Background: an optimization exercise with open tools, aiming at small area. Do not read the settings as production practice.
Only simulation tests tie the RTL to the original design; equivalence was not proved.
No activity file was given, so power comes from the tool's default toggle rates.

the baseline:
Design multi_cnt_obi, start of the top module:
module multi_cnt_obi #(
  parameter int NumCh      = 4,
  parameter int CntWidth   = 32,
  parameter int PrescWidth = 8
) (
  input  logic             clk_i,
  input  logic             rst_i,
  input  logic             req_i,
  output logic             gnt_o,
  input  logic [31:0]      addr_i,
  input  logic             we_i,
  input  logic [3:0]       be_i,
  input  logic [31:0]      wdata_i,
  output logic             rvalid_o,
  output logic [31:0]      rdata_o,
  output logic             intr_o,
  output logic [NumCh-1:0] ch_hit_o
);
Size in the first run: ~1900 cells after synthesis, ~370 flip-flops.
clock: 6.0 ns
lec_check: 0
cap_margin: 5
core_margin: 2
core_utilization: 50
gpl_timing_driven: 0
slew_margin: 5
standard.sh (not shown) runs the stock make flow with config.mk's settings and CLKGATE_MAP_FILE= SYNTH_SCRIPT=/design/flow/synth_recipe.tcl, a recipe that flattens the netlist after the stock synthesis.
==> flow/flow/run.sh <==
#!/bin/bash
# Own layout flow: the standard ORFS flow (standard.sh) with these changes.
# 1. Synthesis maps the logic with an area-oriented ABC script
#    (flow/abc_area.script) in place of ORFS's speed script. Everything else in
#    synthesis -- registers, their names, flattening and renaming -- is the
#    standard synthesis, since only the script given to the abc call changes.
# 2. Port buffers are buf_1 cells.
# 3. Clock tree synthesis builds the tree from small clkbuf_4 buffers, each
#    driving a cluster of at most 8 registers, and adds no dummy loads.
# Each tool's output goes to ORFS's own logs under orfs/logs; make's output is
# kept in flow_make.log.
set -euo pipefail
W=$(pwd)
STD_SYNTH=$(grep -o 'SYNTH_SCRIPT=[^ ]*' standard.sh | head -1 | cut -d= -f2)
cat > "$W/flow_synth.tcl" <<EOT
proc abc {args} {
  set i [lsearch -exact \$args -script]
  if {\$i >= 0} { set args [lreplace \$args [expr {\$i+1}] [expr {\$i+1}] $W/flow/abc_area.script] }
  yosys abc {*}\$args
}
source $STD_SYNTH
EOT
sed "s#SYNTH_SCRIPT=[^ ]*#SYNTH_SCRIPT=$W/flow_synth.tcl#" standard.sh > "$W/flow_standard.sh"
CTS="-sink_clustering_enable -repair_clock_nets -dont_use_dummy_load"
CTS="$CTS -sink_clustering_size 8 -sink_clustering_max_diameter 40"
CTS="$CTS -buf_list {sky130_fd_sc_hd__clkbuf_4}"
bash "$W/flow_standard.sh" "CTS_ARGS=$CTS" "BUFFER_PORTS_ARGS=-buffer_cell sky130_fd_sc_hd__buf_1" RECOVER_POWER=100 finish > "$W/flow_make.log" 2>&1
==> flow/flow/abc_area.script <==
&get -n
&st
&syn2
&dch -f
&nf -a
&st
&syn2
&dch -f
&nf -a
&st
&dch -f
&nf -a
&put
The baseline ran in full, but the layout does not pass; the checks complain about capacitance limit, slew limit.
#### Input delta (the candidate over the baseline)
- removing GPL_TIMING_DRIVEN (formerly 0)
--- a/flow/flow/run.sh
+++ b/flow/flow/run.sh
@@ -27 +27 @@
-bash "$W/flow_standard.sh" "CTS_ARGS=$CTS" "BUFFER_PORTS_ARGS=-buffer_cell sky130_fd_sc_hd__buf_1" RECOVER_POWER=100 finish > "$W/flow_make.log" 2>&1
+bash "$W/flow_standard.sh" "CTS_ARGS=$CTS" "BUFFER_PORTS_ARGS=-buffer_cell sky130_fd_sc_hd__buf_1" finish > "$W/flow_make.log" 2>&1
==> results.txt <==
The flow did not stop early for the candidate: all stages ran, and the layout cleared the timing, DRC and antenna checks.
Share of power burned in combinational logic, the candidate and the baseline: larger value in the baseline
Clock buffer count (the baseline / the candidate): 0.896
[compare] base=the baseline new=the candidate: final critical delay including setup and external delays went down by 1480 ps, layout overhead on the synthesized area decreased 0.82 points, largest net degree at the start of global routing moved down, sequential share of layout area saw an increase.
The candidate against the baseline: worst path arrival time went down; total power of the final layout went up.
Against the baseline, maximum clock frequency in the candidate rose by more than a quarter.


== v44 ==
Starting RTL as in the previous note.
// multi_cnt_obi
module multi_cnt_obi #(
  parameter int NumCh      = 4,
  parameter int CntWidth   = 32,
  parameter int PrescWidth = 8
) (
  input  logic             clk_i,
  input  logic             rst_i,
  input  logic             req_i,
  output logic             gnt_o,
  input  logic [31:0]      addr_i,
  input  logic             we_i,
  input  logic [3:0]       be_i,
  input  logic [31:0]      wdata_i,
  output logic             rvalid_o,
  output logic [31:0]      rdata_o,
  output logic             intr_o,
  output logic [NumCh-1:0] ch_hit_o
);
  logic [7:0]                  word;
  logic                        ch_ok, is_irq, wr;
  logic [3:0]                  rs_dec;
  logic [31:0]                 wd, rd_word;
  logic [NumCh-1:0]            en, oneshot, down, ie, hit, irq_pend, ch_sel;
  logic [NumCh-1:0][PrescWidth-1:0] presc;
  logic [NumCh-1:0][CntWidth-1:0]   thresh, value;
  logic [NumCh-1:0][3:0]       rsel;
  logic                        rvalid_q, intr_q;
  logic [31:0]                 rdata_q;
  logic                        unused_addr;
  assign unused_addr = ^{addr_i[31:10], addr_i[1:0]};
  assign gnt_o  = req_i;
  assign word   = addr_i[9:2];
  assign ch_ok  = (word[7:4] == 4'd0);
  assign is_irq = (word == 8'(NumCh * 4));
  assign wr     = req_i && we_i && (|be_i) && !rst_i;
  assign wd = wdata_i & {32{!rst_i}};
  for (genvar r = 0; r < 4; r++) begin : g_rs
    assign rs_dec[r] = (word[1:0] == 2'(r));
  end
  assign irq_pend = hit & ie;
  for (genvar c = 0; c < NumCh; c++) begin : g_ch
    assign ch_sel[c] = wr && ch_ok && (word[3:2] == 2'(c));
    assign rsel[c]   = rs_dec & {4{ch_ok && (word[3:2] == 2'(c))}};
    multi_cnt_obi_ch #(
  ...
export LEC_CHECK = 0
export CAP_MARGIN = 20
export CORE_MARGIN = 2
export CORE_UTILIZATION = 65
export CTS_BUF_LIST = sky130_fd_sc_hd__clkbuf_2 sky130_fd_sc_hd__clkbuf_4
export PLACE_DENSITY = 0.72
export SLEW_MARGIN = 20
create_clock -name core_clock -period 6.0 [get_ports {clk_i}]
run.sh (not shown) runs the stock make flow with config.mk's settings and CLKGATE_MAP_FILE= SYNTH_SCRIPT=/design/flow/synth_recipe.tcl, a recipe that flattens the netlist after the stock synthesis.
Stock flow here: none of the scripts above is used.
Input changes introduced in v25 (baseline for comparison: v44):
==> flow/flow/run.sh (new file) <==
#!/bin/bash
# Own layout flow: the standard ORFS flow (standard.sh) with these changes.
# 1. Synthesis maps the logic with an area-oriented ABC script
#    (flow/abc_area.script) in place of ORFS's speed script. Everything else in
#    synthesis -- registers, their names, flattening and renaming -- is the
#    standard synthesis, since only the script given to the abc call changes.
# 2. Port buffers are buf_1 cells.
# 3. Clock tree synthesis uses larger sink clusters, smaller clock buffers and
#    no dummy loads, which the 374-register tree does not need.
# Each tool's output goes to ORFS's own logs under orfs/logs; make's output is
# kept in flow_make.log.
set -euo pipefail
W=$(pwd)
STD_SYNTH=$(grep -o 'SYNTH_SCRIPT=[^ ]*' standard.sh | head -1 | cut -d= -f2)
cat > "$W/flow_synth.tcl" <<EOT
proc abc {args} {
  set i [lsearch -exact \$args -script]
  if {\$i >= 0} { set args [lreplace \$args [expr {\$i+1}] [expr {\$i+1}] $W/flow/abc_area.script] }
  yosys abc {*}\$args
}
source $STD_SYNTH
EOT
sed "s#SYNTH_SCRIPT=[^ ]*#SYNTH_SCRIPT=$W/flow_synth.tcl#" standard.sh > "$W/flow_standard.sh"
CTS="-sink_clustering_enable -repair_clock_nets -dont_use_dummy_load"
CTS="$CTS -sink_clustering_size 14 -sink_clustering_max_diameter 60"
CTS="$CTS -buf_list {sky130_fd_sc_hd__clkbuf_8}"
bash "$W/flow_standard.sh" "CTS_ARGS=$CTS" "BUFFER_PORTS_ARGS=-buffer_cell sky130_fd_sc_hd__buf_1" finish > "$W/flow_make.log" 2>&1
==> flow/flow/abc_area.script (new file) <==
&get -n
&st
&syn2
&dch -f
&nf -a
&st
&dch -f
&nf -a
&put
==> flow/standard.sh (new file) <==
#!/bin/bash
# synth_recipe.tcl (not shown) runs the flow's synth.tcl, then flattens the netlist and writes it again
# the make line also repeats each setting of config.mk as NAME=value (left out here)
make -C /OpenROAD-flow-scripts/flow DESIGN_CONFIG=/design/flow/config.mk WORK_HOME=/design/flow/orfs CLKGATE_MAP_FILE= SYNTH_SCRIPT=/design/flow/synth_recipe.tcl "${@:-finish}"
-- flow/config.mk --
<<< v44, line 10
export CORE_UTILIZATION = 65
export CTS_BUF_LIST = sky130_fd_sc_hd__clkbuf_2 sky130_fd_sc_hd__clkbuf_4
export PLACE_DENSITY = 0.72
>>> v25, line 10
export CORE_UTILIZATION = 40
removed: flow/run.sh
Results
Cmp v44 and v25 / path depth of the worst reg2reg path / higher: v25. Lower area added between synthesis and finish was reported by v25, not v44. Comparing the two runs side by side, v25 comes out behind v44 on final hold slack. A launch point of the worst path of be_i[1] is what v25 shows, while g_ch[2].u_ch.value[11] belongs to v44. Taking v44 as the reference, in v25 complex-gate fraction of the synthesized area rose by 2.5 points; synthesized cell count fell by 412.
Here is what was changed in the inputs of v53 compared with v25.
-- flow/flow/run.sh --
<<< v25, line 8
# 3. Clock tree synthesis uses larger sink clusters, smaller clock buffers and
#    no dummy loads, which the 374-register tree does not need.
>>> v53, line 8
# 3. Clock tree synthesis builds the tree from clkbuf_8 buffers, each
#    driving a cluster of at most 12 registers, and adds no dummy loads.
<<< v25, line 25
CTS="$CTS -sink_clustering_size 14 -sink_clustering_max_diameter 60"
>>> v53, line 25
CTS="$CTS -sink_clustering_size 12 -sink_clustering_max_diameter 50"
==> flow/flow/abc_area.script <==
&get -n
&st
&syn2
&dch -f
&nf -a -p -R 1000
&st
&syn2
&dch -f
&nf -a -p -R 1000
&st
&dch -f
&nf -a -p -R 1000
&put
-- flow/config.mk --
<<< v25, line 8
export CAP_MARGIN = 20
>>> v53, line 8
export CAP_MARGIN = 5
<<< v25, line 10
export CORE_UTILIZATION = 40
export SLEW_MARGIN = 20
>>> v53, line 10
export CORE_UTILIZATION = 50
export SLEW_MARGIN = 5
Notes after the runs:
Per the final summary, v53 finished and its layout is clean on timing, DRC and antenna.
v25 has completed all stages; timing, DRC and antenna checks passed.
Comparing the two runs side by side, v53 comes out ahead of v25 on vias after detailed routing.
Share of cells above drive strength 1: v53 < v25
From v25 to v53, area used by sequential logic in the layout did not move at all.
## Diff of input files: v43 against v53
-- flow/flow/run.sh --
<<< v53, line 7
# 2. Port buffers are buf_1 cells.
# 3. Clock tree synthesis builds the tree from clkbuf_8 buffers, each
#    driving a cluster of at most 12 registers, and adds no dummy loads.
>>> v43, line 7
# 2. Port buffers are buf_1 cells, and repair buffers are at most buf_2
#    (the larger buf_N cells are added to the don't-use list).
# 3. Clock tree synthesis builds the tree from small clkbuf_4 buffers, each
#    driving a cluster of at most 8 registers, and adds no dummy loads.
<<< v53, line 25
CTS="$CTS -sink_clustering_size 12 -sink_clustering_max_diameter 50"
CTS="$CTS -buf_list {sky130_fd_sc_hd__clkbuf_8}"
bash "$W/flow_standard.sh" "CTS_ARGS=$CTS" "BUFFER_PORTS_ARGS=-buffer_cell sky130_fd_sc_hd__buf_1" finish > "$W/flow_make.log" 2>&1
>>> v43, line 26
CTS="$CTS -sink_clustering_size 8 -sink_clustering_max_diameter 40"
CTS="$CTS -buf_list {sky130_fd_sc_hd__clkbuf_4}"
# The platform's config.mk appends its own don't-use list to this one.
export DONT_USE_CELLS="sky130_fd_sc_hd__buf_4 sky130_fd_sc_hd__buf_6 sky130_fd_sc_hd__buf_8 sky130_fd_sc_hd__buf_12 sky130_fd_sc_hd__buf_16"
bash "$W/flow_standard.sh" "CTS_ARGS=$CTS" "MIN_BUF_CELL_AND_PORTS=sky130_fd_sc_hd__buf_2 A X" "BUFFER_PORTS_ARGS=-buffer_cell sky130_fd_sc_hd__buf_1" finish > "$W/flow_make.log" 2>&1
==> flow/flow/abc_area.script <==
&get -n
&st
&syn2
&dch -f
&nf -a
&st
&syn2
&dch -f
&nf -a
&st
&dch -f
&nf -a
&put
[summary]
Changes observed in v43 relative to v53: core utilization now sits at about the same level, total power draw lower, number of gates on the worst path with buffers counted now sits lower. Looking at worst-path cell with the longest stage delay, the or4_1 result is from v53; the nor4_1 one comes from v43. v53 vs v43, type of the setup path with the least slack: in2reg vs reg2reg.
diff inputs: v43 => v22
-- flow/flow/run.sh --
<<< v43, line 7
# 2. Port buffers are buf_1 cells, and repair buffers are at most buf_2
#    (the larger buf_N cells are added to the don't-use list).
>>> v22, line 7
# 2. Port buffers are buf_1 cells.
<<< v43, line 28
# The platform's config.mk appends its own don't-use list to this one.
export DONT_USE_CELLS="sky130_fd_sc_hd__buf_4 sky130_fd_sc_hd__buf_6 sky130_fd_sc_hd__buf_8 sky130_fd_sc_hd__buf_12 sky130_fd_sc_hd__buf_16"
bash "$W/flow_standard.sh" "CTS_ARGS=$CTS" "MIN_BUF_CELL_AND_PORTS=sky130_fd_sc_hd__buf_2 A X" "BUFFER_PORTS_ARGS=-buffer_cell sky130_fd_sc_hd__buf_1" finish > "$W/flow_make.log" 2>&1
>>> v22, line 27
bash "$W/flow_standard.sh" "CTS_ARGS=$CTS" "BUFFER_PORTS_ARGS=-buffer_cell sky130_fd_sc_hd__buf_1" finish > "$W/flow_make.log" 2>&1
==> flow/flow/abc_area.script <==
&get -n
&st
&syn2
&dch -f
&nf -a -p -R 1000
&st
&syn2
&dch -f
&nf -a -p -R 1000
&st
&dch -f
&nf -a -p -R 1000
&put
-- flow/config.mk --
<<< v43, line 10
export CORE_UTILIZATION = 50
>>> v22, line 10
export CORE_UTILIZATION = 60
export PLACE_DENSITY = 0.7
Findings:
- v22 vs v43: global-route met2 utilization up
- [compare] base=v43 new=v22: number of non-filler instances in the completed layout decreased by 112 relative to the old numbers; floorplan die height decreased by about 9% relative to the old numbers; switching power share of the total decreased by 0.51 points relative to the old numbers.
- Of the two candidates, v43 has the worse final worst hold slack and v22 the better one.
Changes in v26 relative to v22:
-- flow/flow/run.sh --
<<< v22, line 8
# 3. Clock tree synthesis builds the tree from small clkbuf_4 buffers, each
#    driving a cluster of at most 8 registers, and adds no dummy loads.
>>> v26, line 8
# 3. Clock tree synthesis uses larger sink clusters, smaller clock buffers and
#    no dummy loads, which the 374-register tree does not need.
<<< v22, line 25
CTS="$CTS -sink_clustering_size 8 -sink_clustering_max_diameter 40"
CTS="$CTS -buf_list {sky130_fd_sc_hd__clkbuf_4}"
>>> v26, line 25
CTS="$CTS -sink_clustering_size 24 -sink_clustering_max_diameter 80"
CTS="$CTS -buf_list {sky130_fd_sc_hd__clkbuf_16}"
==> flow/flow/abc_area.script <==
&get -n
&st
&syn2
&dch -f
&nf -a
&st
&syn2
&dch -f
&nf -a
&st
&dch -f
&nf -a
&put
-- flow/config.mk --
<<< v22, line 10
export CORE_UTILIZATION = 60
export PLACE_DENSITY = 0.7
>>> v26, line 10
export CORE_UTILIZATION = 50
==> comparison <==
Per the final summary, v26 finished and its layout is clean on timing, DRC and antenna. Cmp v26 and v22 / register share of the cell area / lower: v26. v26 vs. v22: worst slew margin relative to its limit now larger, final wirelength now larger. Compared to v22, v26 shows a wider setup margin. Required time at the endpoint of the critical path for v26: 310 ps down relative to v22. Cmp v26 and v22 / placement-stage worst setup slack / lower: v22. Clock-buffer cell count: v26 vs v22 down 34. In the tables for v26 and v22, met2 wirelength from detailed routing reads higher with v26.


Setup of old:
multi_cnt_obi again, from the RTL that the note above started with.
clock: 6.0 ns
lec_check: 0
cap_margin: 5
core_margin: 2
core_utilization: 50
slew_margin: 5
standard.sh (not shown) runs the stock make flow with config.mk's settings and CLKGATE_MAP_FILE= SYNTH_SCRIPT=/design/flow/synth_recipe.tcl, a recipe that flattens the netlist after the stock synthesis.
==> flow/flow/run.sh <==
#!/bin/bash
# Own layout flow: the standard ORFS flow (standard.sh) with these changes.
# 1. Synthesis maps the logic with an area-oriented ABC script
#    (flow/abc_area.script) in place of ORFS's speed script. Everything else in
#    synthesis -- registers, their names, flattening and renaming -- is the
#    standard synthesis, since only the script given to the abc call changes.
# 2. Port buffers are buf_1 cells.
# 3. Clock tree synthesis builds the tree from small clkbuf_4 buffers, each
#    driving a cluster of at most 9 registers, and adds no dummy loads.
# Each tool's output goes to ORFS's own logs under orfs/logs; make's output is
# kept in flow_make.log.
set -euo pipefail
W=$(pwd)
STD_SYNTH=$(grep -o 'SYNTH_SCRIPT=[^ ]*' standard.sh | head -1 | cut -d= -f2)
cat > "$W/flow_synth.tcl" <<EOT
proc abc {args} {
  set i [lsearch -exact \$args -script]
  if {\$i >= 0} { set args [lreplace \$args [expr {\$i+1}] [expr {\$i+1}] $W/flow/abc_area.script] }
  yosys abc {*}\$args
}
source $STD_SYNTH
EOT
sed "s#SYNTH_SCRIPT=[^ ]*#SYNTH_SCRIPT=$W/flow_synth.tcl#" standard.sh > "$W/flow_standard.sh"
CTS="-sink_clustering_enable -repair_clock_nets -dont_use_dummy_load"
CTS="$CTS -sink_clustering_size 9 -sink_clustering_max_diameter 45"
CTS="$CTS -buf_list {sky130_fd_sc_hd__clkbuf_4}"
bash "$W/flow_standard.sh" "CTS_ARGS=$CTS" "BUFFER_PORTS_ARGS=-buffer_cell sky130_fd_sc_hd__buf_1" finish > "$W/flow_make.log" 2>&1
==> flow/flow/abc_area.script <==
&get -n
&st
&syn2
&dch -f
&nf -a -p -R 1000
&st
&syn2
&dch -f
&nf -a -p -R 1000
&st
&dch -f
&nf -a -p -R 1000
&put
old finished all stages; the layout is clean.
Edits applied to the flow inputs when going from old to new:
--- a/flow/flow/run.sh
+++ b/flow/flow/run.sh
@@ -9 +9 @@
-#    driving a cluster of at most 9 registers, and adds no dummy loads.
+#    driving a cluster of at most 8 registers, and adds no dummy loads.
@@ -25 +25 @@
-CTS="$CTS -sink_clustering_size 9 -sink_clustering_max_diameter 45"
+CTS="$CTS -sink_clustering_size 8 -sink_clustering_max_diameter 40"
@@ -27 +27 @@
-bash "$W/flow_standard.sh" "CTS_ARGS=$CTS" "BUFFER_PORTS_ARGS=-buffer_cell sky130_fd_sc_hd__buf_1" finish > "$W/flow_make.log" 2>&1
+bash "$W/flow_standard.sh" "CTS_ARGS=$CTS" "BUFFER_PORTS_ARGS=-buffer_cell sky130_fd_sc_hd__buf_1" RECOVER_POWER=100 finish > "$W/flow_make.log" 2>&1
==> flow/flow/abc_area.script <==
&get -n
&st
&syn2
&dch -f
&nf -a
&st
&syn2
&dch -f
&nf -a
&st
&dch -f
&nf -a
&put
--- outcome ---
new ran in full, but the layout does not pass; the checks complain about capacitance limit, slew limit.
Looking at commonest non-fill, non-tap cell in the layout, the sky130_fd_sc_hd__dfxtp_1 result is from new; the sky130_fd_sc_hd__xor2_1 one comes from old.
Changes observed in new relative to old: total standard cell area after synthesis shows no meaningful change, final instance area increased about 0.7%, number of antenna diodes decreased 2, core utilization shows an increase of 0.38 points.

-- port drivers added, routing unchanged --
The results above use ideal ports. As a check the final layouts listed here were re-extracted and re-timed, cells and wires unchanged. Step 1, drivers: a clkbuf_16 drives clk_i and a buf_2 each remaining input, both assumed. Step 2, shift: input delay + t, output delay - t, t = (earliest + latest rising clock arrival at the registers) / 2. This alone moves slack from input paths to output paths. a / b / c = ideal / step 1 / step 2; a / b = the first two.
| run | shift t [ns] | setup slack, ns | worst hold slack (ns) | worst register clock-pin slew, ns |
|---|---|---|---|---|
| the baseline | 0.880 | 0.230 / 0.261 / -0.619 | 0.492 / 0.492 / 0.492 | 0.10 / 0.10 |
| the candidate | 0.800 | 1.705 / 1.705 / 0.989 | 0.495 / 0.495 / 0.495 | 0.10 / 0.10 |
| v44 | 0.895 | 1.646 / 1.646 / 0.909 | 0.503 / 0.503 / 0.503 | 0.08 / 0.08 |
| v25 | 0.661 | 1.524 / 1.550 / 0.889 | 0.492 / 0.492 / 0.492 | 0.10 / 0.10 |
| v53 | 0.664 | 1.137 / 1.166 / 0.502 | 0.487 / 0.487 / 0.487 | 0.09 / 0.09 |
| v43 | 0.919 | 1.729 / 1.729 / 0.952 | 0.494 / 0.494 / 0.494 | 0.11 / 0.11 |
| v22 | 0.875 | 1.454 / 1.477 / 0.602 | 0.509 / 0.509 / 0.509 | 0.10 / 0.10 |
| v26 | 0.605 | 1.531 / 1.534 / 0.929 | 0.495 / 0.495 / 0.495 | 0.10 / 0.10 |
| old | 0.871 | 1.446 / 1.471 / 0.600 | 0.485 / 0.485 / 0.485 | 0.11 / 0.11 |
| new | 0.805 | 1.036 / 1.036 / 0.357 | 0.494 / 0.494 / 0.494 | 0.10 / 0.10 |
For v22, which loses most, drivers alone change the setup slack by +0.023 ns; drivers and shift together by -0.852 ns.
